This is an optimization exercise on Yosys and OpenROAD, whose aim is small area and a short achievable clock period, not a production implementation.
In this exercise RTL edits were held to simulation tests only and were not proved equivalent to the original.
Power and IR drop assume default switching activity.

==> flow/design.v <==
package coproc_pkg;
  parameter int operand_w   = 16;    
  parameter int word_w      = 32;    
  parameter int mult_stages = 3;     
  parameter int cold_pulse_ext  = 6;
  parameter int warm_pulse_ext  = 2;
  parameter int debug_pulse_ext = 32;
  parameter int uptime_w = 32;    
  parameter int led_w    = 10;    
  typedef enum logic {
    pulse_idle   = 1'b0,
    pulse_active = 1'b1    
  } pulse_state_t;
endpackage
import coproc_pkg::*;
module pulse_timer #(
  parameter int pulse_ext = cold_pulse_ext    
) (
  input  logic CLOCK_50,
  input  logic hps_fpga_reset_n,
  input  logic run,        
  output logic expired     
);
  localparam int cnt_w = (pulse_ext > 1) ? $clog2(pulse_ext) : 1;
  localparam logic [cnt_w-1:0] last_val = cnt_w'(pulse_ext - 1);
  logic [cnt_w-1:0] cnt_q;
  always_ff @(posedge CLOCK_50 or negedge hps_fpga_reset_n) begin
    if (!hps_fpga_reset_n) begin
      cnt_q <= '0;
    end else if (run) begin
      if (expired) begin
        cnt_q <= '0;                    
      end else begin
        cnt_q <= cnt_q + 1'b1;
      end
    end
  end
  assign expired = (cnt_q == last_val);
endmodule
import coproc_pkg::*;
module reset_req_fsm #(
  parameter int pulse_ext = cold_pulse_ext    
) (
  input  logic CLOCK_50,
  input  logic hps_fpga_reset_n,
  input  logic req,       
  output logic pulse      
);
  logic         req_q;       
  logic         req_prev;    
  logic         rise;
  logic         expired;     
  coproc_pkg::pulse_state_t state_q;
  coproc_pkg::pulse_state_t state_d;
  always_ff @(posedge CLOCK_50 or negedge hps_fpga_reset_n) begin
    if (!hps_fpga_reset_n) begin
      req_q    <= 1'b0;
      req_prev <= 1'b0;
    end else begin
      req_q    <= req;        
      req_prev <= req_q;
    end
  end
  assign rise = req_q && !req_prev;    
  always_comb begin
    state_d = state_q;
    case (state_q)
      pulse_idle: begin
        if (rise) state_d = pulse_active;
      end
      pulse_active: begin
        if (expired) state_d = pulse_idle;
      end
      default: state_d = pulse_idle;
    endcase
  end
  always_ff @(posedge CLOCK_50 or negedge hps_fpga_reset_n) begin
    if (!hps_fpga_reset_n) begin
      state_q <= pulse_idle;
    end else begin
      state_q <= state_d;
    end
  end
  assign pulse = (state_q == pulse_active);
  pulse_timer #(
    .pulse_ext (pulse_ext)
  ) timer_inst (
    .CLOCK_50         (CLOCK_50),
    .hps_fpga_reset_n (hps_fpga_reset_n),
    .run              (pulse),
    .expired          (expired)
  );
endmodule
import coproc_pkg::*;
module mult_pipe #(
  parameter int stages = mult_stages    
) (
  input  logic              CLOCK_50,
  input  logic              hps_fpga_reset_n,
  input  logic [word_w-1:0] in_readdata,
  input  logic              in_waitrequest,
  output logic              in_read,
  output logic [word_w-1:0] out_writedata,
  output logic              out_write,
  input  logic              out_waitrequest
);
  logic              stall;
  logic [2:0]        vld_q;           
  logic [15:0]       op_b;            
  logic [16:0]       b_ext;           
  logic [15:0]       a_q;
  logic [7:0]        one_q, two_q, neg_q;
  logic              one8_q;
  logic [7:0]        one_d, two_d, neg_d;
  logic [76:0]       s1_d, s1_q;
  logic [27:0]       x2, y2, sum2;
  logic [word_w-1:0] p_d, p_q;
  assign stall   = out_waitrequest;
  assign in_read = !in_waitrequest && !stall;
  always_ff @(posedge CLOCK_50 or negedge hps_fpga_reset_n) begin
    if (!hps_fpga_reset_n) begin
      vld_q <= '0;
    end else if (!stall) begin
      vld_q <= {vld_q[1:0], in_read};
    end
  end
  assign op_b  = in_readdata[word_w-1:operand_w];
  assign b_ext = {op_b, 1'b0};
  always_comb begin
    for (int i = 0; i < 8; i++) begin
      one_d[i] = b_ext[2*i+1] ^ b_ext[2*i];
      two_d[i] = (b_ext[2*i+2] & !b_ext[2*i+1] & !b_ext[2*i]) |
                 (!b_ext[2*i+2] & b_ext[2*i+1] & b_ext[2*i]);
      neg_d[i] = b_ext[2*i+2];
    end
  end
  logic pp1;
  logic pp2;
  logic pp3;
  logic pp4;
  logic pp5;
  logic pp6;
  logic pp7;
  logic pp8;
  logic pp9;
  logic pp10;
  logic pp11;
  logic pp12;
  logic pp13;
  logic pp14;
  logic pp15;
  logic pp16;
  logic pp17;
  logic ns18;
  logic pp19;
  logic pp20;
  logic pp21;
  logic pp22;
  logic pp23;
  logic pp24;
  logic pp25;
  logic pp26;
  logic pp27;
  logic pp28;
  logic pp29;
  logic pp30;
  logic pp31;
  logic pp32;
  logic pp33;
  logic pp34;
  logic pp35;
  logic ns36;
  logic pp37;
  logic pp38;
  logic pp39;
  logic pp40;
  logic pp41;
  logic pp42;
  logic pp43;
  logic pp44;
  logic pp45;
  logic pp46;
  logic pp47;
  logic pp48;
  logic pp49;
  logic pp50;
  logic pp51;
  logic pp52;
  logic pp53;
  logic ns54;
  logic pp55;
  logic pp56;
  logic pp57;
  logic pp58;
  logic pp59;
  logic pp60;
  logic pp61;
  logic pp62;
  logic pp63;
  logic pp64;
  logic pp65;
  logic pp66;
  logic pp67;
  logic pp68;
  logic pp69;
  logic pp70;
  logic pp71;
  logic ns72;
  logic pp73;
  logic pp74;
  logic pp75;
  logic pp76;
  logic pp77;
  logic pp78;
  logic pp79;
  logic pp80;
  logic pp81;
  logic pp82;
  logic pp83;
  logic pp84;
  logic pp85;
  logic pp86;
  logic pp87;
  logic pp88;
  logic pp89;
  logic ns90;
  logic pp91;
  logic pp92;
  logic pp93;
  logic pp94;
  logic pp95;
  logic pp96;
  logic pp97;
  logic pp98;
  logic pp99;
  logic pp100;
  logic pp101;
  logic pp102;
  logic pp103;
  logic pp104;
  logic pp105;
  logic pp106;
  logic pp107;
  logic ns108;
  logic pp109;
  logic pp110;
  logic pp111;
  logic pp112;
  logic pp113;
  logic pp114;
  logic pp115;
  logic pp116;
  logic pp117;
  logic pp118;
  logic pp119;
  logic pp120;
  logic pp121;
  logic pp122;
  logic pp123;
  logic pp124;
  logic pp125;
  logic ns126;
  logic pp127;
  logic pp128;
  logic pp129;
  logic pp130;
  logic pp131;
  logic pp132;
  logic pp133;
  logic pp134;
  logic pp135;
  logic pp136;
  logic pp137;
  logic pp138;
  logic pp139;
  logic pp140;
  logic pp141;
  logic pp142;
  logic pp143;
  logic ns144;
  logic pp145;
  logic pp146;
  logic pp147;
  logic pp148;
  logic pp149;
  logic pp150;
  logic pp151;
  logic pp152;
  logic pp153;
  logic pp154;
  logic pp155;
  logic pp156;
  logic pp157;
  logic pp158;
  logic pp159;
  logic pp160;
  logic s161;
  logic c162;
  logic s163;
  logic c164;
  logic s165;
  logic c166;
  logic s167;
  logic c168;
  logic s169;
  logic c170;
  logic s171;
  logic c172;
  logic s173;
  logic c174;
  logic s175;
  logic c176;
  logic s177;
  logic c178;
  logic s179;
  logic c180;
  logic s181;
  logic c182;
  logic s183;
  logic c184;
  logic s185;
  logic c186;
  logic s187;
  logic c188;
  logic s189;
  logic c190;
  logic s191;
  logic c192;
  logic s193;
  logic c194;
  logic s195;
  logic c196;
  logic s197;
  logic c198;
  logic s199;
  logic c200;
  logic s201;
  logic c202;
  logic s203;
  logic c204;
  logic s205;
  logic c206;
  logic s207;
  logic c208;
  logic s209;
  logic c210;
  logic s211;
  logic c212;
  logic s213;
  logic c214;
  logic s215;
  logic c216;
  logic s217;
  logic c218;
  logic s219;
  logic c220;
  logic s221;
  logic c222;
  logic s223;
  logic c224;
  logic s225;
  logic c226;
  logic s227;
  logic c228;
  logic s229;
  logic c230;
  logic s231;
  logic c232;
  logic s233;
  logic c234;
  logic s235;
  logic c236;
  logic s237;
  logic c238;
  logic s239;
  logic c240;
  logic s241;
  logic c242;
  logic s243;
  logic c244;
  logic s245;
  logic c246;
  logic s247;
  logic c248;
  logic s249;
  logic c250;
  logic s251;
  logic c252;
  logic s253;
  logic c254;
  logic s255;
  logic c256;
  logic s257;
  logic c258;
  logic s259;
  logic c260;
  logic s261;
  logic c262;
  logic s263;
  logic c264;
  logic s265;
  logic c266;
  logic s267;
  logic c268;
  logic s269;
  logic c270;
  logic s271;
  logic c272;
  logic s273;
  logic c274;
  logic s275;
  logic c276;
  logic s277;
  logic c278;
  logic s279;
  logic c280;
  logic s281;
  logic c282;
  logic s283;
  logic c284;
  logic s285;
  logic c286;
  logic s287;
  logic c288;
  logic s289;
  logic c290;
  logic s291;
  logic c292;
  logic s293;
  logic c294;
  logic s295;
  logic c296;
  logic s297;
  logic c298;
  logic s299;
  logic c300;
  logic s301;
  logic c302;
  logic s303;
  logic c304;
  logic s305;
  logic c306;
  logic s307;
  logic c308;
  logic s309;
  logic c310;
  logic s311;
  logic c312;
  logic s313;
  logic c314;
  logic s315;
  logic c316;
  logic s317;
  logic c318;
  logic s319;
  logic c320;
  logic s321;
  logic c322;
  logic s323;
  logic c324;
  logic s325;
  logic c326;
  logic s327;
  logic c328;
  logic s329;
  logic c330;
  logic s331;
  logic c332;
  logic s333;
  logic c334;
  logic s335;
  logic c336;
  logic s337;
  logic c338;
  logic s339;
  logic c340;
  logic s341;
  logic c342;
  logic s343;
  logic c344;
  logic s345;
  logic c346;
  logic s347;
  logic c348;
  logic s349;
  logic c350;
  logic s351;
  logic c352;
  logic s353;
  logic c354;
  logic s355;
  logic c356;
  logic s357;
  logic c358;
  logic s359;
  logic c360;
  logic s361;
  logic c362;
  logic s363;
  logic c364;
  logic s365;
  logic c366;
  logic s367;
  logic c368;
  logic s369;
  logic c370;
  logic s371;
  logic c372;
  logic s373;
  logic c374;
  logic s375;
  logic c376;
  logic s377;
  logic c378;
  logic s379;
  logic c380;
  logic s381;
  logic c382;
  logic s383;
  logic c384;
  logic s385;
  logic c386;
  logic s387;
  logic c388;
  logic s389;
  logic c390;
  logic s391;
  logic c392;
  logic s393;
  logic c394;
  logic s395;
  logic c396;
  logic s397;
  logic c398;
  logic s399;
  logic c400;
  logic s401;
  logic c402;
  logic s403;
  logic c404;
  logic s405;
  logic c406;
  logic s409;
  logic c410;
  logic s411;
  logic c412;
  logic s413;
  logic c414;
  logic s415;
  logic c416;
  logic s417;
  logic c418;
  logic s419;
  logic c420;
  logic s421;
  logic c422;
  logic s423;
  logic c424;
  logic s425;
  logic c426;
  logic s427;
  logic c428;
  logic s429;
  logic c430;
  logic s431;
  logic c432;
  logic s433;
  logic c434;
  logic s435;
  logic c436;
  logic s437;
  logic c438;
  logic s439;
  logic c440;
  logic s441;
  logic c442;
  logic s443;
  logic c444;
  logic s445;
  logic c446;
  logic s447;
  logic c448;
  logic s449;
  logic c450;
  assign pp1 = ((one_q[0] & a_q[0])) ^ neg_q[0];
  assign pp2 = ((one_q[0] & a_q[1]) | (two_q[0] & a_q[0])) ^ neg_q[0];
  assign pp3 = ((one_q[0] & a_q[2]) | (two_q[0] & a_q[1])) ^ neg_q[0];
  assign pp4 = ((one_q[0] & a_q[3]) | (two_q[0] & a_q[2])) ^ neg_q[0];
  assign pp5 = ((one_q[0] & a_q[4]) | (two_q[0] & a_q[3])) ^ neg_q[0];
  assign pp6 = ((one_q[0] & a_q[5]) | (two_q[0] & a_q[4])) ^ neg_q[0];
  assign pp7 = ((one_q[0] & a_q[6]) | (two_q[0] & a_q[5])) ^ neg_q[0];
  assign pp8 = ((one_q[0] & a_q[7]) | (two_q[0] & a_q[6])) ^ neg_q[0];
  assign pp9 = ((one_q[0] & a_q[8]) | (two_q[0] & a_q[7])) ^ neg_q[0];
  assign pp10 = ((one_q[0] & a_q[9]) | (two_q[0] & a_q[8])) ^ neg_q[0];
  assign pp11 = ((one_q[0] & a_q[10]) | (two_q[0] & a_q[9])) ^ neg_q[0];
  assign pp12 = ((one_q[0] & a_q[11]) | (two_q[0] & a_q[10])) ^ neg_q[0];
  assign pp13 = ((one_q[0] & a_q[12]) | (two_q[0] & a_q[11])) ^ neg_q[0];
  assign pp14 = ((one_q[0] & a_q[13]) | (two_q[0] & a_q[12])) ^ neg_q[0];
  assign pp15 = ((one_q[0] & a_q[14]) | (two_q[0] & a_q[13])) ^ neg_q[0];
  assign pp16 = ((one_q[0] & a_q[15]) | (two_q[0] & a_q[14])) ^ neg_q[0];
  assign pp17 = ((two_q[0] & a_q[15])) ^ neg_q[0];
  assign ns18 = ~neg_q[0];
  assign pp19 = ((one_q[1] & a_q[0])) ^ neg_q[1];
  assign pp20 = ((one_q[1] & a_q[1]) | (two_q[1] & a_q[0])) ^ neg_q[1];
  assign pp21 = ((one_q[1] & a_q[2]) | (two_q[1] & a_q[1])) ^ neg_q[1];
  assign pp22 = ((one_q[1] & a_q[3]) | (two_q[1] & a_q[2])) ^ neg_q[1];
  assign pp23 = ((one_q[1] & a_q[4]) | (two_q[1] & a_q[3])) ^ neg_q[1];
  assign pp24 = ((one_q[1] & a_q[5]) | (two_q[1] & a_q[4])) ^ neg_q[1];
  assign pp25 = ((one_q[1] & a_q[6]) | (two_q[1] & a_q[5])) ^ neg_q[1];
  assign pp26 = ((one_q[1] & a_q[7]) | (two_q[1] & a_q[6])) ^ neg_q[1];
  assign pp27 = ((one_q[1] & a_q[8]) | (two_q[1] & a_q[7])) ^ neg_q[1];
  assign pp28 = ((one_q[1] & a_q[9]) | (two_q[1] & a_q[8])) ^ neg_q[1];
  assign pp29 = ((one_q[1] & a_q[10]) | (two_q[1] & a_q[9])) ^ neg_q[1];
  assign pp30 = ((one_q[1] & a_q[11]) | (two_q[1] & a_q[10])) ^ neg_q[1];
  assign pp31 = ((one_q[1] & a_q[12]) | (two_q[1] & a_q[11])) ^ neg_q[1];
  assign pp32 = ((one_q[1] & a_q[13]) | (two_q[1] & a_q[12])) ^ neg_q[1];
  assign pp33 = ((one_q[1] & a_q[14]) | (two_q[1] & a_q[13])) ^ neg_q[1];
  assign pp34 = ((one_q[1] & a_q[15]) | (two_q[1] & a_q[14])) ^ neg_q[1];
  assign pp35 = ((two_q[1] & a_q[15])) ^ neg_q[1];
  assign ns36 = ~neg_q[1];
  assign pp37 = ((one_q[2] & a_q[0])) ^ neg_q[2];
  assign pp38 = ((one_q[2] & a_q[1]) | (two_q[2] & a_q[0])) ^ neg_q[2];
  assign pp39 = ((one_q[2] & a_q[2]) | (two_q[2] & a_q[1])) ^ neg_q[2];
  assign pp40 = ((one_q[2] & a_q[3]) | (two_q[2] & a_q[2])) ^ neg_q[2];
  assign pp41 = ((one_q[2] & a_q[4]) | (two_q[2] & a_q[3])) ^ neg_q[2];
  assign pp42 = ((one_q[2] & a_q[5]) | (two_q[2] & a_q[4])) ^ neg_q[2];
  assign pp43 = ((one_q[2] & a_q[6]) | (two_q[2] & a_q[5])) ^ neg_q[2];
  assign pp44 = ((one_q[2] & a_q[7]) | (two_q[2] & a_q[6])) ^ neg_q[2];
  assign pp45 = ((one_q[2] & a_q[8]) | (two_q[2] & a_q[7])) ^ neg_q[2];
  assign pp46 = ((one_q[2] & a_q[9]) | (two_q[2] & a_q[8])) ^ neg_q[2];
  assign pp47 = ((one_q[2] & a_q[10]) | (two_q[2] & a_q[9])) ^ neg_q[2];
  assign pp48 = ((one_q[2] & a_q[11]) | (two_q[2] & a_q[10])) ^ neg_q[2];
  assign pp49 = ((one_q[2] & a_q[12]) | (two_q[2] & a_q[11])) ^ neg_q[2];
  assign pp50 = ((one_q[2] & a_q[13]) | (two_q[2] & a_q[12])) ^ neg_q[2];
  assign pp51 = ((one_q[2] & a_q[14]) | (two_q[2] & a_q[13])) ^ neg_q[2];
  assign pp52 = ((one_q[2] & a_q[15]) | (two_q[2] & a_q[14])) ^ neg_q[2];
  assign pp53 = ((two_q[2] & a_q[15])) ^ neg_q[2];
  assign ns54 = ~neg_q[2];
  assign pp55 = ((one_q[3] & a_q[0])) ^ neg_q[3];
  assign pp56 = ((one_q[3] & a_q[1]) | (two_q[3] & a_q[0])) ^ neg_q[3];
  assign pp57 = ((one_q[3] & a_q[2]) | (two_q[3] & a_q[1])) ^ neg_q[3];
  assign pp58 = ((one_q[3] & a_q[3]) | (two_q[3] & a_q[2])) ^ neg_q[3];
  assign pp59 = ((one_q[3] & a_q[4]) | (two_q[3] & a_q[3])) ^ neg_q[3];
  assign pp60 = ((one_q[3] & a_q[5]) | (two_q[3] & a_q[4])) ^ neg_q[3];
  assign pp61 = ((one_q[3] & a_q[6]) | (two_q[3] & a_q[5])) ^ neg_q[3];
  assign pp62 = ((one_q[3] & a_q[7]) | (two_q[3] & a_q[6])) ^ neg_q[3];
  assign pp63 = ((one_q[3] & a_q[8]) | (two_q[3] & a_q[7])) ^ neg_q[3];
  assign pp64 = ((one_q[3] & a_q[9]) | (two_q[3] & a_q[8])) ^ neg_q[3];
  assign pp65 = ((one_q[3] & a_q[10]) | (two_q[3] & a_q[9])) ^ neg_q[3];
  assign pp66 = ((one_q[3] & a_q[11]) | (two_q[3] & a_q[10])) ^ neg_q[3];
  assign pp67 = ((one_q[3] & a_q[12]) | (two_q[3] & a_q[11])) ^ neg_q[3];
  assign pp68 = ((one_q[3] & a_q[13]) | (two_q[3] & a_q[12])) ^ neg_q[3];
  assign pp69 = ((one_q[3] & a_q[14]) | (two_q[3] & a_q[13])) ^ neg_q[3];
  assign pp70 = ((one_q[3] & a_q[15]) | (two_q[3] & a_q[14])) ^ neg_q[3];
  assign pp71 = ((two_q[3] & a_q[15])) ^ neg_q[3];
  assign ns72 = ~neg_q[3];
  assign pp73 = ((one_q[4] & a_q[0])) ^ neg_q[4];
  assign pp74 = ((one_q[4] & a_q[1]) | (two_q[4] & a_q[0])) ^ neg_q[4];
  assign pp75 = ((one_q[4] & a_q[2]) | (two_q[4] & a_q[1])) ^ neg_q[4];
  assign pp76 = ((one_q[4] & a_q[3]) | (two_q[4] & a_q[2])) ^ neg_q[4];
  assign pp77 = ((one_q[4] & a_q[4]) | (two_q[4] & a_q[3])) ^ neg_q[4];
  assign pp78 = ((one_q[4] & a_q[5]) | (two_q[4] & a_q[4])) ^ neg_q[4];
  assign pp79 = ((one_q[4] & a_q[6]) | (two_q[4] & a_q[5])) ^ neg_q[4];
  assign pp80 = ((one_q[4] & a_q[7]) | (two_q[4] & a_q[6])) ^ neg_q[4];
  assign pp81 = ((one_q[4] & a_q[8]) | (two_q[4] & a_q[7])) ^ neg_q[4];
  assign pp82 = ((one_q[4] & a_q[9]) | (two_q[4] & a_q[8])) ^ neg_q[4];
  assign pp83 = ((one_q[4] & a_q[10]) | (two_q[4] & a_q[9])) ^ neg_q[4];
  assign pp84 = ((one_q[4] & a_q[11]) | (two_q[4] & a_q[10])) ^ neg_q[4];
  assign pp85 = ((one_q[4] & a_q[12]) | (two_q[4] & a_q[11])) ^ neg_q[4];
  assign pp86 = ((one_q[4] & a_q[13]) | (two_q[4] & a_q[12])) ^ neg_q[4];
  assign pp87 = ((one_q[4] & a_q[14]) | (two_q[4] & a_q[13])) ^ neg_q[4];
  assign pp88 = ((one_q[4] & a_q[15]) | (two_q[4] & a_q[14])) ^ neg_q[4];
  assign pp89 = ((two_q[4] & a_q[15])) ^ neg_q[4];
  assign ns90 = ~neg_q[4];
  assign pp91 = ((one_q[5] & a_q[0])) ^ neg_q[5];
  assign pp92 = ((one_q[5] & a_q[1]) | (two_q[5] & a_q[0])) ^ neg_q[5];
  assign pp93 = ((one_q[5] & a_q[2]) | (two_q[5] & a_q[1])) ^ neg_q[5];
  assign pp94 = ((one_q[5] & a_q[3]) | (two_q[5] & a_q[2])) ^ neg_q[5];
  assign pp95 = ((one_q[5] & a_q[4]) | (two_q[5] & a_q[3])) ^ neg_q[5];
  assign pp96 = ((one_q[5] & a_q[5]) | (two_q[5] & a_q[4])) ^ neg_q[5];
  assign pp97 = ((one_q[5] & a_q[6]) | (two_q[5] & a_q[5])) ^ neg_q[5];
  assign pp98 = ((one_q[5] & a_q[7]) | (two_q[5] & a_q[6])) ^ neg_q[5];
  assign pp99 = ((one_q[5] & a_q[8]) | (two_q[5] & a_q[7])) ^ neg_q[5];
  assign pp100 = ((one_q[5] & a_q[9]) | (two_q[5] & a_q[8])) ^ neg_q[5];
  assign pp101 = ((one_q[5] & a_q[10]) | (two_q[5] & a_q[9])) ^ neg_q[5];
  assign pp102 = ((one_q[5] & a_q[11]) | (two_q[5] & a_q[10])) ^ neg_q[5];
  assign pp103 = ((one_q[5] & a_q[12]) | (two_q[5] & a_q[11])) ^ neg_q[5];
  assign pp104 = ((one_q[5] & a_q[13]) | (two_q[5] & a_q[12])) ^ neg_q[5];
  assign pp105 = ((one_q[5] & a_q[14]) | (two_q[5] & a_q[13])) ^ neg_q[5];
  assign pp106 = ((one_q[5] & a_q[15]) | (two_q[5] & a_q[14])) ^ neg_q[5];
  assign pp107 = ((two_q[5] & a_q[15])) ^ neg_q[5];
  assign ns108 = ~neg_q[5];
  assign pp109 = ((one_q[6] & a_q[0])) ^ neg_q[6];
  assign pp110 = ((one_q[6] & a_q[1]) | (two_q[6] & a_q[0])) ^ neg_q[6];
  assign pp111 = ((one_q[6] & a_q[2]) | (two_q[6] & a_q[1])) ^ neg_q[6];
  assign pp112 = ((one_q[6] & a_q[3]) | (two_q[6] & a_q[2])) ^ neg_q[6];
  assign pp113 = ((one_q[6] & a_q[4]) | (two_q[6] & a_q[3])) ^ neg_q[6];
  assign pp114 = ((one_q[6] & a_q[5]) | (two_q[6] & a_q[4])) ^ neg_q[6];
  assign pp115 = ((one_q[6] & a_q[6]) | (two_q[6] & a_q[5])) ^ neg_q[6];
  assign pp116 = ((one_q[6] & a_q[7]) | (two_q[6] & a_q[6])) ^ neg_q[6];
  assign pp117 = ((one_q[6] & a_q[8]) | (two_q[6] & a_q[7])) ^ neg_q[6];
  assign pp118 = ((one_q[6] & a_q[9]) | (two_q[6] & a_q[8])) ^ neg_q[6];
  assign pp119 = ((one_q[6] & a_q[10]) | (two_q[6] & a_q[9])) ^ neg_q[6];
  assign pp120 = ((one_q[6] & a_q[11]) | (two_q[6] & a_q[10])) ^ neg_q[6];
  assign pp121 = ((one_q[6] & a_q[12]) | (two_q[6] & a_q[11])) ^ neg_q[6];
  assign pp122 = ((one_q[6] & a_q[13]) | (two_q[6] & a_q[12])) ^ neg_q[6];
  assign pp123 = ((one_q[6] & a_q[14]) | (two_q[6] & a_q[13])) ^ neg_q[6];
  assign pp124 = ((one_q[6] & a_q[15]) | (two_q[6] & a_q[14])) ^ neg_q[6];
  assign pp125 = ((two_q[6] & a_q[15])) ^ neg_q[6];
  assign ns126 = ~neg_q[6];
  assign pp127 = ((one_q[7] & a_q[0])) ^ neg_q[7];
  assign pp128 = ((one_q[7] & a_q[1]) | (two_q[7] & a_q[0])) ^ neg_q[7];
  assign pp129 = ((one_q[7] & a_q[2]) | (two_q[7] & a_q[1])) ^ neg_q[7];
  assign pp130 = ((one_q[7] & a_q[3]) | (two_q[7] & a_q[2])) ^ neg_q[7];
  assign pp131 = ((one_q[7] & a_q[4]) | (two_q[7] & a_q[3])) ^ neg_q[7];
  assign pp132 = ((one_q[7] & a_q[5]) | (two_q[7] & a_q[4])) ^ neg_q[7];
  assign pp133 = ((one_q[7] & a_q[6]) | (two_q[7] & a_q[5])) ^ neg_q[7];
  assign pp134 = ((one_q[7] & a_q[7]) | (two_q[7] & a_q[6])) ^ neg_q[7];
  assign pp135 = ((one_q[7] & a_q[8]) | (two_q[7] & a_q[7])) ^ neg_q[7];
  assign pp136 = ((one_q[7] & a_q[9]) | (two_q[7] & a_q[8])) ^ neg_q[7];
  assign pp137 = ((one_q[7] & a_q[10]) | (two_q[7] & a_q[9])) ^ neg_q[7];
  assign pp138 = ((one_q[7] & a_q[11]) | (two_q[7] & a_q[10])) ^ neg_q[7];
  assign pp139 = ((one_q[7] & a_q[12]) | (two_q[7] & a_q[11])) ^ neg_q[7];
  assign pp140 = ((one_q[7] & a_q[13]) | (two_q[7] & a_q[12])) ^ neg_q[7];
  assign pp141 = ((one_q[7] & a_q[14]) | (two_q[7] & a_q[13])) ^ neg_q[7];
  assign pp142 = ((one_q[7] & a_q[15]) | (two_q[7] & a_q[14])) ^ neg_q[7];
  assign pp143 = ((two_q[7] & a_q[15])) ^ neg_q[7];
  assign ns144 = ~neg_q[7];
  assign pp145 = one8_q & a_q[0];
  assign pp146 = one8_q & a_q[1];
  assign pp147 = one8_q & a_q[2];
  assign pp148 = one8_q & a_q[3];
  assign pp149 = one8_q & a_q[4];
  assign pp150 = one8_q & a_q[5];
  assign pp151 = one8_q & a_q[6];
  assign pp152 = one8_q & a_q[7];
  assign pp153 = one8_q & a_q[8];
  assign pp154 = one8_q & a_q[9];
  assign pp155 = one8_q & a_q[10];
  assign pp156 = one8_q & a_q[11];
  assign pp157 = one8_q & a_q[12];
  assign pp158 = one8_q & a_q[13];
  assign pp159 = one8_q & a_q[14];
  assign pp160 = one8_q & a_q[15];
  assign s161 = ~ns18;
  assign c162 = ns18;
  assign s163 = ~pp147;
  assign c164 = pp147;
  mult_ha u_s165 (.a(neg_q[5]), .b(pp11), .s(s165), .co(c166));
  mult_ha u_s167 (.a(pp12), .b(pp28), .s(s167), .co(c168));
  mult_fa u_s169 (.a(neg_q[6]), .b(pp13), .c(pp29), .s(s169), .co(c170));
  mult_ha u_s171 (.a(pp45), .b(pp61), .s(s171), .co(c172));
  mult_fa u_s173 (.a(pp14), .b(pp30), .c(pp46), .s(s173), .co(c174));
  mult_ha u_s175 (.a(pp62), .b(pp78), .s(s175), .co(c176));
  mult_fa u_s177 (.a(neg_q[7]), .b(pp15), .c(pp31), .s(s177), .co(c178));
  mult_fa u_s179 (.a(pp47), .b(pp63), .c(pp79), .s(s179), .co(c180));
  mult_ha u_s181 (.a(pp95), .b(pp111), .s(s181), .co(c182));
  mult_fa u_s183 (.a(pp16), .b(pp32), .c(pp48), .s(s183), .co(c184));
  mult_fa u_s185 (.a(pp64), .b(pp80), .c(pp96), .s(s185), .co(c186));
  mult_ha u_s187 (.a(pp112), .b(pp128), .s(s187), .co(c188));
  mult_fa u_s189 (.a(pp145), .b(pp17), .c(pp33), .s(s189), .co(c190));
  mult_fa u_s191 (.a(pp49), .b(pp65), .c(pp81), .s(s191), .co(c192));
  mult_fa u_s193 (.a(pp97), .b(pp113), .c(pp129), .s(s193), .co(c194));
  mult_fa u_s195 (.a(pp146), .b(s161), .c(pp34), .s(s195), .co(c196));
  mult_fa u_s197 (.a(pp50), .b(pp66), .c(pp82), .s(s197), .co(c198));
  mult_fa u_s199 (.a(pp98), .b(pp114), .c(pp130), .s(s199), .co(c200));
  mult_fa u_s201 (.a(c162), .b(s163), .c(pp35), .s(s201), .co(c202));
  mult_fa u_s203 (.a(pp51), .b(pp67), .c(pp83), .s(s203), .co(c204));
  mult_fa u_s205 (.a(pp99), .b(pp115), .c(pp131), .s(s205), .co(c206));
  mult_fa u_s207 (.a(ns36), .b(pp148), .c(c164), .s(s207), .co(c208));
  mult_fa u_s209 (.a(pp52), .b(pp68), .c(pp84), .s(s209), .co(c210));
  mult_fa u_s211 (.a(pp100), .b(pp116), .c(pp132), .s(s211), .co(c212));
  assign s213 = ~(pp149 ^ pp53);
  assign c214 = pp149 | pp53;
  mult_fa u_s215 (.a(pp69), .b(pp85), .c(pp101), .s(s215), .co(c216));
  mult_ha u_s217 (.a(pp117), .b(pp133), .s(s217), .co(c218));
  mult_fa u_s219 (.a(ns54), .b(pp150), .c(pp70), .s(s219), .co(c220));
  mult_fa u_s221 (.a(pp86), .b(pp102), .c(pp118), .s(s221), .co(c222));
  assign s223 = ~(pp151 ^ pp71);
  assign c224 = pp151 | pp71;
  mult_ha u_s225 (.a(pp87), .b(pp103), .s(s225), .co(c226));
  mult_fa u_s227 (.a(ns72), .b(pp152), .c(pp88), .s(s227), .co(c228));
  assign s229 = ~pp153;
  assign c230 = pp153;
  mult_ha u_s231 (.a(neg_q[3]), .b(pp7), .s(s231), .co(c232));
  mult_ha u_s233 (.a(pp8), .b(pp24), .s(s233), .co(c234));
  mult_fa u_s235 (.a(neg_q[4]), .b(pp9), .c(pp25), .s(s235), .co(c236));
  mult_ha u_s237 (.a(pp41), .b(pp57), .s(s237), .co(c238));
  mult_fa u_s239 (.a(pp10), .b(pp26), .c(pp42), .s(s239), .co(c240));
  mult_ha u_s241 (.a(pp58), .b(pp74), .s(s241), .co(c242));
  mult_fa u_s243 (.a(pp27), .b(pp43), .c(pp59), .s(s243), .co(c244));
  mult_fa u_s245 (.a(pp75), .b(pp91), .c(s165), .s(s245), .co(c246));
  mult_fa u_s247 (.a(pp44), .b(pp60), .c(pp76), .s(s247), .co(c248));
  mult_fa u_s249 (.a(pp92), .b(c166), .c(s167), .s(s249), .co(c250));
  mult_fa u_s251 (.a(pp77), .b(pp93), .c(pp109), .s(s251), .co(c252));
  mult_fa u_s253 (.a(c168), .b(s171), .c(s169), .s(s253), .co(c254));
  mult_fa u_s255 (.a(pp94), .b(pp110), .c(c172), .s(s255), .co(c256));
  mult_fa u_s257 (.a(s175), .b(c170), .c(s173), .s(s257), .co(c258));
  mult_fa u_s259 (.a(pp127), .b(c176), .c(s181), .s(s259), .co(c260));
  mult_fa u_s261 (.a(c174), .b(s177), .c(s179), .s(s261), .co(c262));
  mult_fa u_s263 (.a(c182), .b(s187), .c(c178), .s(s263), .co(c264));
  mult_fa u_s265 (.a(c180), .b(s183), .c(s185), .s(s265), .co(c266));
  mult_fa u_s267 (.a(c188), .b(c184), .c(c186), .s(s267), .co(c268));
  mult_fa u_s269 (.a(s189), .b(s191), .c(s193), .s(s269), .co(c270));
  mult_fa u_s271 (.a(c190), .b(c192), .c(c194), .s(s271), .co(c272));
  mult_fa u_s273 (.a(s195), .b(s197), .c(s199), .s(s273), .co(c274));
  mult_fa u_s275 (.a(c196), .b(c198), .c(c200), .s(s275), .co(c276));
  mult_fa u_s277 (.a(s201), .b(s203), .c(s205), .s(s277), .co(c278));
  mult_fa u_s279 (.a(s207), .b(c202), .c(c204), .s(s279), .co(c280));
  mult_fa u_s281 (.a(c206), .b(s209), .c(s211), .s(s281), .co(c282));
  mult_fa u_s283 (.a(c208), .b(s217), .c(c210), .s(s283), .co(c284));
  mult_fa u_s285 (.a(c212), .b(s213), .c(s215), .s(s285), .co(c286));
  mult_fa u_s287 (.a(pp134), .b(c218), .c(c214), .s(s287), .co(c288));
  mult_fa u_s289 (.a(c216), .b(s219), .c(s221), .s(s289), .co(c290));
  mult_fa u_s291 (.a(pp119), .b(pp135), .c(s225), .s(s291), .co(c292));
  mult_fa u_s293 (.a(c220), .b(c222), .c(s223), .s(s293), .co(c294));
  mult_fa u_s295 (.a(pp104), .b(pp120), .c(pp136), .s(s295), .co(c296));
  mult_fa u_s297 (.a(c226), .b(c224), .c(s227), .s(s297), .co(c298));
  mult_fa u_s299 (.a(s229), .b(pp89), .c(pp105), .s(s299), .co(c300));
  mult_fa u_s301 (.a(pp121), .b(pp137), .c(c228), .s(s301), .co(c302));
  mult_fa u_s303 (.a(ns90), .b(pp154), .c(c230), .s(s303), .co(c304));
  mult_fa u_s305 (.a(pp106), .b(pp122), .c(pp138), .s(s305), .co(c306));
  assign s307 = ~(pp155 ^ pp107);
  assign c308 = pp155 | pp107;
  mult_ha u_s309 (.a(pp123), .b(pp139), .s(s309), .co(c310));
  mult_fa u_s311 (.a(ns108), .b(pp156), .c(pp124), .s(s311), .co(c312));
  assign s313 = ~pp157;
  assign c314 = pp157;
  mult_ha u_s315 (.a(neg_q[2]), .b(pp5), .s(s315), .co(c316));
  mult_ha u_s317 (.a(pp6), .b(pp22), .s(s317), .co(c318));
  mult_fa u_s319 (.a(pp23), .b(pp39), .c(pp55), .s(s319), .co(c320));
  mult_fa u_s321 (.a(pp40), .b(pp56), .c(c232), .s(s321), .co(c322));
  mult_fa u_s323 (.a(pp73), .b(c234), .c(s237), .s(s323), .co(c324));
  mult_fa u_s325 (.a(c238), .b(s241), .c(c236), .s(s325), .co(c326));
  mult_fa u_s327 (.a(c242), .b(c240), .c(s243), .s(s327), .co(c328));
  mult_fa u_s329 (.a(c244), .b(s247), .c(c246), .s(s329), .co(c330));
  mult_fa u_s331 (.a(c248), .b(s251), .c(c250), .s(s331), .co(c332));
  mult_fa u_s333 (.a(c252), .b(s255), .c(c254), .s(s333), .co(c334));
  mult_fa u_s335 (.a(c256), .b(s259), .c(c258), .s(s335), .co(c336));
  mult_fa u_s337 (.a(c260), .b(c262), .c(s263), .s(s337), .co(c338));
  mult_fa u_s339 (.a(c264), .b(c266), .c(s267), .s(s339), .co(c340));
  mult_fa u_s341 (.a(c268), .b(c270), .c(s271), .s(s341), .co(c342));
  mult_fa u_s343 (.a(c272), .b(c274), .c(s275), .s(s343), .co(c344));
  mult_fa u_s345 (.a(c276), .b(c278), .c(s279), .s(s345), .co(c346));
  mult_fa u_s347 (.a(c280), .b(c282), .c(s283), .s(s347), .co(c348));
  mult_fa u_s349 (.a(c284), .b(c286), .c(s287), .s(s349), .co(c350));
  mult_fa u_s351 (.a(s291), .b(c288), .c(c290), .s(s351), .co(c352));
  mult_fa u_s353 (.a(s295), .b(c292), .c(c294), .s(s353), .co(c354));
  mult_fa u_s355 (.a(c296), .b(s299), .c(c298), .s(s355), .co(c356));
  mult_fa u_s357 (.a(s303), .b(c300), .c(s305), .s(s357), .co(c358));
  mult_fa u_s359 (.a(c304), .b(s309), .c(c306), .s(s359), .co(c360));
  mult_fa u_s361 (.a(pp140), .b(c310), .c(c308), .s(s361), .co(c362));
  mult_fa u_s363 (.a(s313), .b(pp125), .c(pp141), .s(s363), .co(c364));
  mult_fa u_s365 (.a(ns126), .b(pp158), .c(c314), .s(s365), .co(c366));
  assign s367 = ~pp159;
  assign c368 = pp159;
  mult_ha u_s369 (.a(neg_q[1]), .b(pp3), .s(s369), .co(c370));
  mult_ha u_s371 (.a(pp4), .b(pp20), .s(s371), .co(c372));
  mult_fa u_s373 (.a(pp21), .b(pp37), .c(s315), .s(s373), .co(c374));
  mult_fa u_s375 (.a(pp38), .b(c316), .c(s317), .s(s375), .co(c376));
  mult_fa u_s377 (.a(c318), .b(s231), .c(s319), .s(s377), .co(c378));
  mult_fa u_s379 (.a(s233), .b(c320), .c(s321), .s(s379), .co(c380));
  mult_fa u_s381 (.a(s235), .b(c322), .c(s323), .s(s381), .co(c382));
  mult_fa u_s383 (.a(s239), .b(c324), .c(s325), .s(s383), .co(c384));
  mult_fa u_s385 (.a(s245), .b(c326), .c(s327), .s(s385), .co(c386));
  mult_ha u_s387 (.a(s307), .b(c358), .s(s387), .co(c388));
  mult_fa u_s389 (.a(s311), .b(c360), .c(s361), .s(s389), .co(c390));
  mult_fa u_s391 (.a(c312), .b(s363), .c(c362), .s(s391), .co(c392));
  mult_fa u_s393 (.a(pp142), .b(s365), .c(c364), .s(s393), .co(c394));
  mult_fa u_s395 (.a(s367), .b(c366), .c(pp143), .s(s395), .co(c396));
  mult_fa u_s397 (.a(ns144), .b(pp160), .c(c368), .s(s397), .co(c398));
  mult_ha u_s399 (.a(neg_q[0]), .b(pp1), .s(s399), .co(c400));
  mult_ha u_s401 (.a(pp2), .b(c400), .s(s401), .co(c402));
  mult_fa u_s403 (.a(pp19), .b(s369), .c(c402), .s(s403), .co(c404));
  mult_fa u_s405 (.a(c370), .b(s371), .c(c404), .s(s405), .co(c406));
  assign s1_d = {c406, s397, c396, s395, c394, s393, c392, s391, c390, s389, c388, s359, s387, c356, s357, c302, s355, c354, s301, s353, c352, s297, s351, c350, s293, s349, c348, s289, s347, c346, s285, s345, c344, s281, s343, c342, s277, s341, c340, s273, s339, c338, s269, s337, c336, s265, s335, c334, s261, s333, c332, s257, s331, c330, s253, s329, c328, s249, c386, s385, c384, s383, c382, s381, c380, s379, c378, s377, c376, s375, c374, s373, c372, s405, s403, s401, s399};
  mult_fa u_s409 (.a(s1_q[18]), .b(s1_q[19]), .c(s1_q[20]), .s(s409), .co(c410));
  mult_fa u_s411 (.a(s1_q[22]), .b(s1_q[23]), .c(s1_q[24]), .s(s411), .co(c412));
  mult_fa u_s413 (.a(s1_q[25]), .b(s1_q[26]), .c(s1_q[27]), .s(s413), .co(c414));
  mult_fa u_s415 (.a(s1_q[28]), .b(s1_q[29]), .c(s1_q[30]), .s(s415), .co(c416));
  mult_fa u_s417 (.a(s1_q[31]), .b(s1_q[32]), .c(s1_q[33]), .s(s417), .co(c418));
  mult_fa u_s419 (.a(s1_q[34]), .b(s1_q[35]), .c(s1_q[36]), .s(s419), .co(c420));
  mult_fa u_s421 (.a(s1_q[37]), .b(s1_q[38]), .c(s1_q[39]), .s(s421), .co(c422));
  mult_fa u_s423 (.a(s1_q[40]), .b(s1_q[41]), .c(s1_q[42]), .s(s423), .co(c424));
  mult_fa u_s425 (.a(s1_q[43]), .b(s1_q[44]), .c(s1_q[45]), .s(s425), .co(c426));
  mult_fa u_s427 (.a(s1_q[46]), .b(s1_q[47]), .c(s1_q[48]), .s(s427), .co(c428));
  mult_fa u_s429 (.a(s1_q[49]), .b(s1_q[50]), .c(s1_q[51]), .s(s429), .co(c430));
  mult_fa u_s431 (.a(s1_q[52]), .b(s1_q[53]), .c(s1_q[54]), .s(s431), .co(c432));
  mult_fa u_s433 (.a(s1_q[55]), .b(s1_q[56]), .c(s1_q[57]), .s(s433), .co(c434));
  mult_fa u_s435 (.a(s1_q[58]), .b(s1_q[59]), .c(s1_q[60]), .s(s435), .co(c436));
  mult_fa u_s437 (.a(s1_q[61]), .b(s1_q[62]), .c(s1_q[63]), .s(s437), .co(c438));
  mult_ha u_s439 (.a(s1_q[64]), .b(s1_q[65]), .s(s439), .co(c440));
  mult_ha u_s441 (.a(s1_q[66]), .b(s1_q[67]), .s(s441), .co(c442));
  mult_ha u_s443 (.a(s1_q[68]), .b(s1_q[69]), .s(s443), .co(c444));
  mult_ha u_s445 (.a(s1_q[70]), .b(s1_q[71]), .s(s445), .co(c446));
  mult_ha u_s447 (.a(s1_q[72]), .b(s1_q[73]), .s(s447), .co(c448));
  mult_ha u_s449 (.a(s1_q[74]), .b(s1_q[75]), .s(s449), .co(c450));
  assign x2  = {s449, s447, s445, s443, s441, s439, s437, s435, s433, s431, s429, s427, s425, s423, s421, s419, s417, s415, s413, s411, s409, s1_q[16], s1_q[14], s1_q[12], s1_q[10], s1_q[8], s1_q[6], s1_q[4]};
  assign y2  = {c448, c446, c444, c442, c440, c438, c436, c434, c432, c430, c428, c426, c424, c422, c420, c418, c416, c414, c412, c410, s1_q[21], s1_q[17], s1_q[15], s1_q[13], s1_q[11], s1_q[9], s1_q[7], s1_q[5]};
  logic [27:0] g0, p0, cy;
  assign g0 = x2 & y2;
  assign p0 = x2 ^ y2;
  logic bg1;
  assign bg1 = g0[0] | (p0[0] & s1_q[76]);
  logic bg2;
  assign bg2 = g0[2] | (p0[2] & g0[1]);
  logic bp2;
  assign bp2 = p0[2] & p0[1];
  logic bg3;
  assign bg3 = g0[4] | (p0[4] & g0[3]);
  logic bp3;
  assign bp3 = p0[4] & p0[3];
  logic bg4;
  assign bg4 = g0[6] | (p0[6] & g0[5]);
  logic bp4;
  assign bp4 = p0[6] & p0[5];
  logic bg5;
  assign bg5 = g0[8] | (p0[8] & g0[7]);
  logic bp5;
  assign bp5 = p0[8] & p0[7];
  logic bg6;
  assign bg6 = g0[10] | (p0[10] & g0[9]);
  logic bp6;
  assign bp6 = p0[10] & p0[9];
  logic bg7;
  assign bg7 = g0[12] | (p0[12] & g0[11]);
  logic bp7;
  assign bp7 = p0[12] & p0[11];
  logic bg8;
  assign bg8 = g0[14] | (p0[14] & g0[13]);
  logic bp8;
  assign bp8 = p0[14] & p0[13];
  logic bg9;
  assign bg9 = g0[16] | (p0[16] & g0[15]);
  logic bp9;
  assign bp9 = p0[16] & p0[15];
  logic bg10;
  assign bg10 = g0[18] | (p0[18] & g0[17]);
  logic bp10;
  assign bp10 = p0[18] & p0[17];
  logic bg11;
  assign bg11 = g0[20] | (p0[20] & g0[19]);
  logic bp11;
  assign bp11 = p0[20] & p0[19];
  logic bg12;
  assign bg12 = g0[22] | (p0[22] & g0[21]);
  logic bp12;
  assign bp12 = p0[22] & p0[21];
  logic bg13;
  assign bg13 = g0[24] | (p0[24] & g0[23]);
  logic bp13;
  assign bp13 = p0[24] & p0[23];
  logic bg14;
  assign bg14 = g0[26] | (p0[26] & g0[25]);
  logic bp14;
  assign bp14 = p0[26] & p0[25];
  logic bg15;
  assign bg15 = g0[1] | (p0[1] & bg1);
  logic bg16;
  assign bg16 = bg2 | (bp2 & bg1);
  logic bg17;
  assign bg17 = g0[5] | (p0[5] & bg3);
  logic bp17;
  assign bp17 = p0[5] & bp3;
  logic bg18;
  assign bg18 = bg4 | (bp4 & bg3);
  logic bp18;
  assign bp18 = bp4 & bp3;
  logic bg19;
  assign bg19 = g0[9] | (p0[9] & bg5);
  logic bp19;
  assign bp19 = p0[9] & bp5;
  logic bg20;
  assign bg20 = bg6 | (bp6 & bg5);
  logic bp20;
  assign bp20 = bp6 & bp5;
  logic bg21;
  assign bg21 = g0[13] | (p0[13] & bg7);
  logic bp21;
  assign bp21 = p0[13] & bp7;
  logic bg22;
  assign bg22 = bg8 | (bp8 & bg7);
  logic bp22;
  assign bp22 = bp8 & bp7;
  logic bg23;
  assign bg23 = g0[17] | (p0[17] & bg9);
  logic bp23;
  assign bp23 = p0[17] & bp9;
  logic bg24;
  assign bg24 = bg10 | (bp10 & bg9);
  logic bp24;
  assign bp24 = bp10 & bp9;
  logic bg25;
  assign bg25 = g0[21] | (p0[21] & bg11);
  logic bp25;
  assign bp25 = p0[21] & bp11;
  logic bg26;
  assign bg26 = bg12 | (bp12 & bg11);
  logic bp26;
  assign bp26 = bp12 & bp11;
  logic bg27;
  assign bg27 = g0[25] | (p0[25] & bg13);
  logic bp27;
  assign bp27 = p0[25] & bp13;
  logic bg28;
  assign bg28 = bg14 | (bp14 & bg13);
  logic bp28;
  assign bp28 = bp14 & bp13;
  logic bg29;
  assign bg29 = g0[3] | (p0[3] & bg16);
  logic bg30;
  assign bg30 = bg3 | (bp3 & bg16);
  logic bg31;
  assign bg31 = bg17 | (bp17 & bg16);
  logic bg32;
  assign bg32 = bg18 | (bp18 & bg16);
  logic bg33;
  assign bg33 = g0[11] | (p0[11] & bg20);
  logic bp33;
  assign bp33 = p0[11] & bp20;
  logic bg34;
  assign bg34 = bg7 | (bp7 & bg20);
  logic bp34;
  assign bp34 = bp7 & bp20;
  logic bg35;
  assign bg35 = bg21 | (bp21 & bg20);
  logic bp35;
  assign bp35 = bp21 & bp20;
  logic bg36;
  assign bg36 = bg22 | (bp22 & bg20);
  logic bp36;
  assign bp36 = bp22 & bp20;
  logic bg37;
  assign bg37 = g0[19] | (p0[19] & bg24);
  logic bp37;
  assign bp37 = p0[19] & bp24;
  logic bg38;
  assign bg38 = bg11 | (bp11 & bg24);
  logic bp38;
  assign bp38 = bp11 & bp24;
  logic bg39;
  assign bg39 = bg25 | (bp25 & bg24);
  logic bp39;
  assign bp39 = bp25 & bp24;
  logic bg40;
  assign bg40 = bg26 | (bp26 & bg24);
  logic bp40;
  assign bp40 = bp26 & bp24;
  logic bg41;
  assign bg41 = g0[27] | (p0[27] & bg28);
  logic bp41;
  assign bp41 = p0[27] & bp28;
  logic bg42;
  assign bg42 = g0[7] | (p0[7] & bg32);
  logic bg43;
  assign bg43 = bg5 | (bp5 & bg32);
  logic bg44;
  assign bg44 = bg19 | (bp19 & bg32);
  logic bg45;
  assign bg45 = bg20 | (bp20 & bg32);
  logic bg46;
  assign bg46 = bg33 | (bp33 & bg32);
  logic bg47;
  assign bg47 = bg34 | (bp34 & bg32);
  logic bg48;
  assign bg48 = bg35 | (bp35 & bg32);
  logic bg49;
  assign bg49 = bg36 | (bp36 & bg32);
  logic bg50;
  assign bg50 = g0[23] | (p0[23] & bg40);
  logic bp50;
  assign bp50 = p0[23] & bp40;
  logic bg51;
  assign bg51 = bg13 | (bp13 & bg40);
  logic bp51;
  assign bp51 = bp13 & bp40;
  logic bg52;
  assign bg52 = bg27 | (bp27 & bg40);
  logic bp52;
  assign bp52 = bp27 & bp40;
  logic bg53;
  assign bg53 = bg28 | (bp28 & bg40);
  logic bp53;
  assign bp53 = bp28 & bp40;
  logic bg54;
  assign bg54 = bg41 | (bp41 & bg40);
  logic bp54;
  assign bp54 = bp41 & bp40;
  logic bg55;
  assign bg55 = g0[15] | (p0[15] & bg49);
  logic bg56;
  assign bg56 = bg9 | (bp9 & bg49);
  logic bg57;
  assign bg57 = bg23 | (bp23 & bg49);
  logic bg58;
  assign bg58 = bg24 | (bp24 & bg49);
  logic bg59;
  assign bg59 = bg37 | (bp37 & bg49);
  logic bg60;
  assign bg60 = bg38 | (bp38 & bg49);
  logic bg61;
  assign bg61 = bg39 | (bp39 & bg49);
  logic bg62;
  assign bg62 = bg40 | (bp40 & bg49);
  logic bg63;
  assign bg63 = bg50 | (bp50 & bg49);
  logic bg64;
  assign bg64 = bg51 | (bp51 & bg49);
  logic bg65;
  assign bg65 = bg52 | (bp52 & bg49);
  logic bg66;
  assign bg66 = bg53 | (bp53 & bg49);
  logic bg67;
  assign bg67 = bg54 | (bp54 & bg49);
  assign cy = {bg66, bg65, bg64, bg63, bg62, bg61, bg60, bg59, bg58, bg57, bg56, bg55, bg49, bg48, bg47, bg46, bg45, bg44, bg43, bg42, bg32, bg31, bg30, bg29, bg16, bg15, bg1, s1_q[76]};
  assign sum2 = p0 ^ cy;
  assign p_d = {sum2, {s1_q[3], s1_q[2], s1_q[1], s1_q[0]}};
  always_ff @(posedge CLOCK_50) begin
    if (!stall) begin
      a_q    <= in_readdata[operand_w-1:0];
      one_q  <= one_d;
      two_q  <= two_d;
      neg_q  <= neg_d;
      one8_q <= op_b[15];
      s1_q   <= s1_d;
      p_q    <= p_d;
    end
  end
  assign out_write     = vld_q[2];
  assign out_writedata = p_q;
endmodule
module mult_fa (
  input  logic a,
  input  logic b,
  input  logic c,
  output logic s,
  output logic co
);
  assign s  = a ^ b ^ c;
  assign co = (a & b) | (c & (a ^ b));
endmodule
module mult_ha (
  input  logic a,
  input  logic b,
  output logic s,
  output logic co
);
  assign s  = a ^ b;
  assign co = a & b;
endmodule
import coproc_pkg::*;
module coproc_top (
  input  logic                CLOCK_50,
  input  logic                hps_fpga_reset_n,
  input  logic [word_w-1:0]   in_readdata,
  input  logic                in_waitrequest,
  output logic                in_read,
  output logic [word_w-1:0]   out_writedata,
  output logic                out_write,
  input  logic                out_waitrequest,
  input  logic [2:0]          reset_req,
  output logic                cold_reset,
  output logic                warm_reset,
  output logic                debug_reset,
  output logic [uptime_w-1:0] status_count,
  output logic [led_w-1:0]    ledr
);
  logic [uptime_w-1:0] uptime_q;    
  mult_pipe #(
    .stages (mult_stages)
  ) mult_inst (
    .CLOCK_50         (CLOCK_50),
    .hps_fpga_reset_n (hps_fpga_reset_n),
    .in_readdata      (in_readdata),
    .in_waitrequest   (in_waitrequest),
    .in_read          (in_read),
    .out_writedata    (out_writedata),
    .out_write        (out_write),
    .out_waitrequest  (out_waitrequest)
  );
  reset_req_fsm #(
    .pulse_ext (cold_pulse_ext)
  ) cold_req_inst (
    .CLOCK_50         (CLOCK_50),
    .hps_fpga_reset_n (hps_fpga_reset_n),
    .req              (reset_req[0]),
    .pulse            (cold_reset)
  );
  reset_req_fsm #(
    .pulse_ext (warm_pulse_ext)
  ) warm_req_inst (
    .CLOCK_50         (CLOCK_50),
    .hps_fpga_reset_n (hps_fpga_reset_n),
    .req              (reset_req[1]),
    .pulse            (warm_reset)
  );
  reset_req_fsm #(
    .pulse_ext (debug_pulse_ext)
  ) debug_req_inst (
    .CLOCK_50         (CLOCK_50),
    .hps_fpga_reset_n (hps_fpga_reset_n),
    .req              (reset_req[2]),
    .pulse            (debug_reset)
  );
  localparam int grp_w = 8;
  localparam int n_grp = uptime_w / grp_w;
  logic [uptime_w-1:0] uptime_d;
  logic [n_grp-1:0]    grp_cin;
  logic [grp_w:0]      carry [n_grp];    
  assign grp_cin[0] = 1'b1;
  for (genvar g = 1; g < n_grp; g++) begin : g_cin
    assign grp_cin[g] = grp_cin[g-1] & (&uptime_q[g*grp_w-1 -: grp_w]);
  end
  for (genvar g = 0; g < n_grp; g++) begin : g_grp
    for (genvar i = 0; i < grp_w; i++) begin : g_bit
      if (g == 0 && i == 0) begin : g_lsb
        assign uptime_d[0]  = !uptime_q[0];
        assign carry[0][1]  = uptime_q[0];
      end else begin : g_ha
        uptime_ha ha_inst (
          .a  (uptime_q[g*grp_w+i]),
          .b  ((i == 0) ? grp_cin[g] : carry[g][i]),
          .s  (uptime_d[g*grp_w+i]),
          .co (carry[g][i+1])
        );
      end
    end
  end
  always_ff @(posedge CLOCK_50 or negedge hps_fpga_reset_n) begin
    if (!hps_fpga_reset_n) begin
      uptime_q <= '0;
    end else begin
      uptime_q <= uptime_d;    
    end
  end
  assign status_count = uptime_q;                        
  assign ledr         = uptime_q[uptime_w-1 -: led_w];   
endmodule
module uptime_ha (
  input  logic a,
  input  logic b,
  output logic s,
  output logic co
);
  assign s  = a ^ b;
  assign co = a & b;
endmodule
==> flow/flow/run.sh <==
#!/bin/bash
# Layout flow: the standard ORFS flow, with the port buffers that the
# placement step inserts made from sky130_fd_sc_hd__buf_1, which the timing
# repair may then resize, instead of the delay-cell buffer the resizer picks.
set -euo pipefail
bash standard.sh "BUFFER_PORTS_ARGS=-buffer_cell sky130_fd_sc_hd__buf_1" finish > orfs_make.log 2>&1
==> flow/standard.sh <==
#!/bin/bash
# synth_recipe.tcl (not shown) runs the flow's synth.tcl, then flattens the netlist and writes it again
# the make line also repeats each setting of config.mk as NAME=value (left out here)
make -C /OpenROAD-flow-scripts/flow DESIGN_CONFIG=/design/flow/config.mk WORK_HOME=/design/flow/orfs CLKGATE_MAP_FILE= SYNTH_SCRIPT=/design/flow/synth_recipe.tcl "${@:-finish}"
==> flow/config.mk <==
export PLATFORM = sky130hd
export DESIGN_NAME = coproc_top
export DESIGN_NICKNAME = coproc_top
export VERILOG_FILES = /design/flow/design.v
export SDC_FILE = /design/flow/constraint.sdc
export NUM_CORES = 4
export LEC_CHECK = 0
export CAP_MARGIN = 20
export CORE_MARGIN = 2
export CORE_UTILIZATION = 65
export CTS_CLUSTER_DIAMETER = 150
export CTS_CLUSTER_SIZE = 30
export PLACE_DENSITY = 0.75
export SETUP_SLACK_MARGIN = 3.7
export SLEW_MARGIN = 20
export SYNTH_HIERARCHICAL = 1
==> flow/constraint.sdc <==
create_clock -name core_clock -period 6.8 [get_ports {CLOCK_50}]
set_input_delay 1.3600 -clock core_clock [delete_from_list [all_inputs] [get_ports {CLOCK_50}]]
set_output_delay 1.3600 -clock core_clock [all_outputs]
set_load 0.01 [all_outputs]
==> flow_metrics.py <==
metrics = {
    "power": {
        "vdd.ir_drop.worst_v": 0.0002506,
        "intPower_mw": 3.987,
        "static-leakage-power_nw": 5.687,
        "combPwrFrac": 0.550,
        "power_dissipated_by_switching_net_loads_mw": 2.548,
        "share_seq_of_total_power": 0.348,
        "cellPowerDensity_nw_per_um2": 454.0,
        "p_sw_frac": 0.3900,
        "pwr-share-clk": 0.102,
    },
    "drt": {
        "drt-pass1-iter-count": 5,
        "highest-signal-layer": "met4",
        "vias": 8121,
        "wirelength_um": 25610,
        "met3RoutedLength_um": 1904,
        "via_per_inst": 5.998,
        "m1WireLength_um": 11190,
        "detail_route.drc_violations": 0,
        "antenna_violating_nets_post_route": 0,
        "avgRoutedWirePerCell_um": 18.91,
        "detailedRoute.firstIterationViolations": 608,
        "met2_wirelength_um": 11920,
    },
    "placed_design": {
        "post-dp-hpwl_um": 17570,
        "dp_slack_ns": 3.569,
        "io_buffer_count": 117,
        "dpl.cell_count": 1312,
        "routability_congestion_estimate": 0.8599,
    },
    "synthesis": {
        "synth_top_flop_cell": "sky130_fd_sc_hd__edfxtp_1",
        "synth.most_common_cell": "sky130_fd_sc_hd__edfxtp_1",
        "postSynthAreaPerCell_um2": 13.11,
        "synth_warnings": 16,
        "yosys.area_share.simple": 0.05111,
        "muxShareOfSynthArea": 0.009412,
        "mappedNetlistNets": 1256,
        "synth_seq_cells": 202,
        "synth_top_area_cell": "sky130_fd_sc_hd__edfxtp_1",
        "yosysUniqueCellTypes": 57,
        "yosys.area_share.adder": 0.2560,
        "synth_top_family_by_area": "adder cells",
        "syn-cell-area_um2": 13290,
        "synth-xor-area-share": 0.1061,
        "yosys.area.top_type_share": 0.3366,
        "asyncSetResetFlopFracSynth": 0.2624,
        "yosysSeqAreaShare": 0.4363,
        "post_synth_main_area_contributors": "sky130_fd_sc_hd__edfxtp_1, sky130_fd_sc_hd__fa_1, sky130_fd_sc_hd__dfrtp_1",
        "synth-edff-count": 149,
        "synth_compound_gate_area_share": 0.1004,
        "syn-instance-count": 1014,
        "synth.cells.most_frequent": "sky130_fd_sc_hd__edfxtp_1, sky130_fd_sc_hd__xnor2_1, sky130_fd_sc_hd__a22oi_1",
    },
    "timing": {
        "transition_time_at_the_pin_with_the_least_slew_margin_ns": 0.8448,
        "finalCritPeriodShare": 0.4552,
        "relative_slew_slack": 0.4368,
        "fin_skew_ns": 0.01054,
        "max_freq_mhz": 323.1,
        "report.final.hold_viol_count": 0,
        "timing.final.setup_violations": 0,
        "layout_setup_ws_ns": 3.705,
        "tns_ns": 0,
        "final_period_minus_worst_setup_slack_ns": 3.095,
        "report.final.slew_viol_count": 0,
        "rsz_0062_raised_after_global_routing": "yes",
    },
    "clocking": {
        "max-clock-path-buffers": 3,
        "tritoncts_clock_tree": "done",
        "tritoncts_buffer_count": 10,
        "tritoncts_num_sinks": 202,
        "clk_pin_slew_worst_paths_ns": 0.10,
        "clock-root-buffer": "sky130_fd_sc_hd__clkbuf_16",
        "clkLatencyLatePin_ns": 0.47,
        "h-tree-depth": 1,
    },
    "floorplan": {
        "die_h_um": 147.0,
        "placement_rows": 52,
        "die_area_um2": 21610,
        "initial_cell_density_of_the_core": 0.6591,
        "dieWidth_um": 147.0,
        "design.portCount": 118,
        "core_area_um2": 20170,
    },
    "global_route": {
        "grtUsageTotal": 0.2412,
        "first_global_vias": 8170,
        "grt_max_degree": 69,
        "overflow": 0,
        "grt_antenna_before_repair": 0,
        "grt_pass1_wl_um": 41510,
    },
    "critical_path": {
        "timing_worst_setup_path_type": "input port to output port",
        "crit_fanout": 5,
        "worst_setup_path_end_kind": "output port",
        "crit_arrival_ns": 1.74,
        "start_kind": "input port",
        "cp_data_required_time_ns": 5.44,
    },
    "layout": {
        "synthToLayoutAreaGrowth_pct": 8.283,
        "num_antenna_cells": 0,
        "finalNonFillerCells": 1354,
        "fillerInstances": 1414,
        "final_net_count": 1323,
        "final_layout_size_suffix_gt1_frac": 0.07196,
    },
    "run": {
        "max_capacitance_violation_count": 0,
    },
    "min_path": {
        "min_path_type": "register to register",
    },
    "outcome": {
        "status": "no timing/DRC/antenna violations",
    },
}
## registers in the layout (all words and copies together), names as in the netlist, 3 cells and up
register and flops:
mult_inst.one_q 8, mult_inst.vld_q 3, debug_req_inst.timer_inst.cnt_q 5, mult_inst.neg_q 7, mult_inst.p_q 32, cold_req_inst.timer_inst.cnt_q 3, mult_inst.a_q 16, mult_inst.s1_q 77
uptime_q 32, mult_inst.two_q 8
## power by group through the flow
stage | clock network, mW | registers (mW) | logic [mW]
after floorplan | 0 | 2.22 | 2.53
after global placement | 0 | 2.31 | 3.14
after detailed placement | 0 | 2.32 | 3.26
after CTS | 0.688 | 2.29 | 3.35
after global routing | 0.724 | 2.32 | 4.06
final | 0.667 | 2.27 | 3.60
## per-stage QoR
| stage | cell area [um^2] | hold slack [ns] | power [mW] | utilization |
|---|---|---|---|---|
| finish | 14400 | 0.3889 | 6.535 | 0.7137 |
| global route | 14400 | 0.4123 | 7.106 | 0.7137 |
| CTS | 14060 | 0.3907 | 6.329 | 0.6970 |
| detailed placement | 13720 | 0.3635 | 5.586 | 0.6800 |
| global placement | 13720 | 0.3647 | 5.445 | 0.6800 |
| floorplan | 13300 | 0.3546 | 4.753 | - |
## cells by family after synthesis
group / Yosys count
flops: 202
xor+xnor: 161
fa+ha+maj: 203
buf+inv: 133
mux: 11
compound gates: 182
simple gates: 122
## per-module statistics from Yosys, one instance, submodules excluded, a selection
module	flops+latches	cell area [um^2]
coproc_top	32	963.4
uptime_ha	0	12.51
mult_ha	0	12.51
mult_fa	0	20.02
## area by class of cell
type                    instances  area (um^2)  area share
multi-input cells             679         7051      0.4898
flip-flops and latches        202         5801      0.4030
repair buffers                148        757.0     0.05259
well taps                     270        337.8     0.02347
clock buffers                  14        286.5     0.01990
inverters                      40        153.9     0.01069
clock inverters                 1        8.758   0.0006084
## layout by cell type, fill, tap and decap left out, types with 3 or more instances in the layout
cell,instances
sky130_fd_sc_hd__clkbuf_1,3
sky130_fd_sc_hd__buf_4,27
sky130_fd_sc_hd__mux2i_1,5
sky130_fd_sc_hd__inv_1,39
sky130_fd_sc_hd__edfxtp_1,149
sky130_fd_sc_hd__fa_1,115
sky130_fd_sc_hd__ha_1,84
sky130_fd_sc_hd__a22oi_1,120
sky130_fd_sc_hd__a21oi_2,3
sky130_fd_sc_hd__nand2_1,32
sky130_fd_sc_hd__and2_1,14
sky130_fd_sc_hd__nand3b_1,8
sky130_fd_sc_hd__and3_1,4
sky130_fd_sc_hd__mux2_2,4
sky130_fd_sc_hd__a221o_1,3
sky130_fd_sc_hd__nand3_1,3
sky130_fd_sc_hd__nand2b_1,14
sky130_fd_sc_hd__a21o_1,4
sky130_fd_sc_hd__o311ai_1,3
sky130_fd_sc_hd__clkbuf_16,11
sky130_fd_sc_hd__nor3_1,11
sky130_fd_sc_hd__xnor2_1,146
sky130_fd_sc_hd__dfrtp_1,53
sky130_fd_sc_hd__nor2_1,11
sky130_fd_sc_hd__o21ai_0,11
sky130_fd_sc_hd__o21ai_1,3
sky130_fd_sc_hd__buf_1,114
sky130_fd_sc_hd__nand4_1,5
sky130_fd_sc_hd__a21oi_1,12
sky130_fd_sc_hd__ha_4,3
sky130_fd_sc_hd__xor2_1,15
sky130_fd_sc_hd__nor2b_1,3
## critical path: stages
cell	delay (ns)
sky130_fd_sc_hd__buf_4	0.15
sky130_fd_sc_hd__nor2_4	0.12
sky130_fd_sc_hd__buf_6	0.11
## routing by layer
metal	track usage	up-vias
li1	-	3700
met4	0.05625	0
met5	0	-
met3	0.03758	44
met1	0.3521	4026
met2	0.3897	351
## worst paths after layout
path / depth (start not counted) / from / to / slack [ns]
min in group asynchronous: 2 / hps_fpga_reset_n / debug_req_inst.state_q / 1.00
worst min register to register: 0 / debug_req_inst.req_q / debug_req_inst.req_prev / 0.39
worst max register to register: 8 / mult_inst.s1_q[48] / mult_inst.p_q[31] / 3.74
max in group asynchronous: 2 / hps_fpga_reset_n / uptime_q[3] / 5.38
worst min-delay path: 0 / debug_req_inst.req_q / debug_req_inst.req_prev / 0.39
worst max-delay path: 3 / out_waitrequest / in_read / 3.70
## timing repair
action                     CTS  global route
gates resized for setup      5            15
hold buffers                 0             0
pin swaps                    6             7
setup buffers                3            21
setup endpoints to repair    7            24

## port drivers added, routing unchanged
How much do the figures lean on ideal ports? The routed layout below was timed once more, with nothing changed but the port constraints.
Step 1, drivers: a clkbuf_16 drives CLOCK_50 and a buf_2 each remaining input, both assumed.
Step 2 times the ports against the registers' clock, not the clock port: input delays grow and output delays shrink by t, the midpoint of the rising clock arrivals with the driver on.
a / b / c = ideal ports / drivers / drivers and shift; a / b = the first two.
t (ns): 0.512
setup WS [ns]: 3.705 / 3.679 / 3.679
worst setup path at the end: input to output
latest minus earliest clock arrival (ns): 0.014 / 0.014
pins driven straight from the clock port: 1
After both steps setup and hold are still met in this run. For this run, drivers alone change the setup slack by -0.026 ns; drivers and shift together by -0.026 ns.
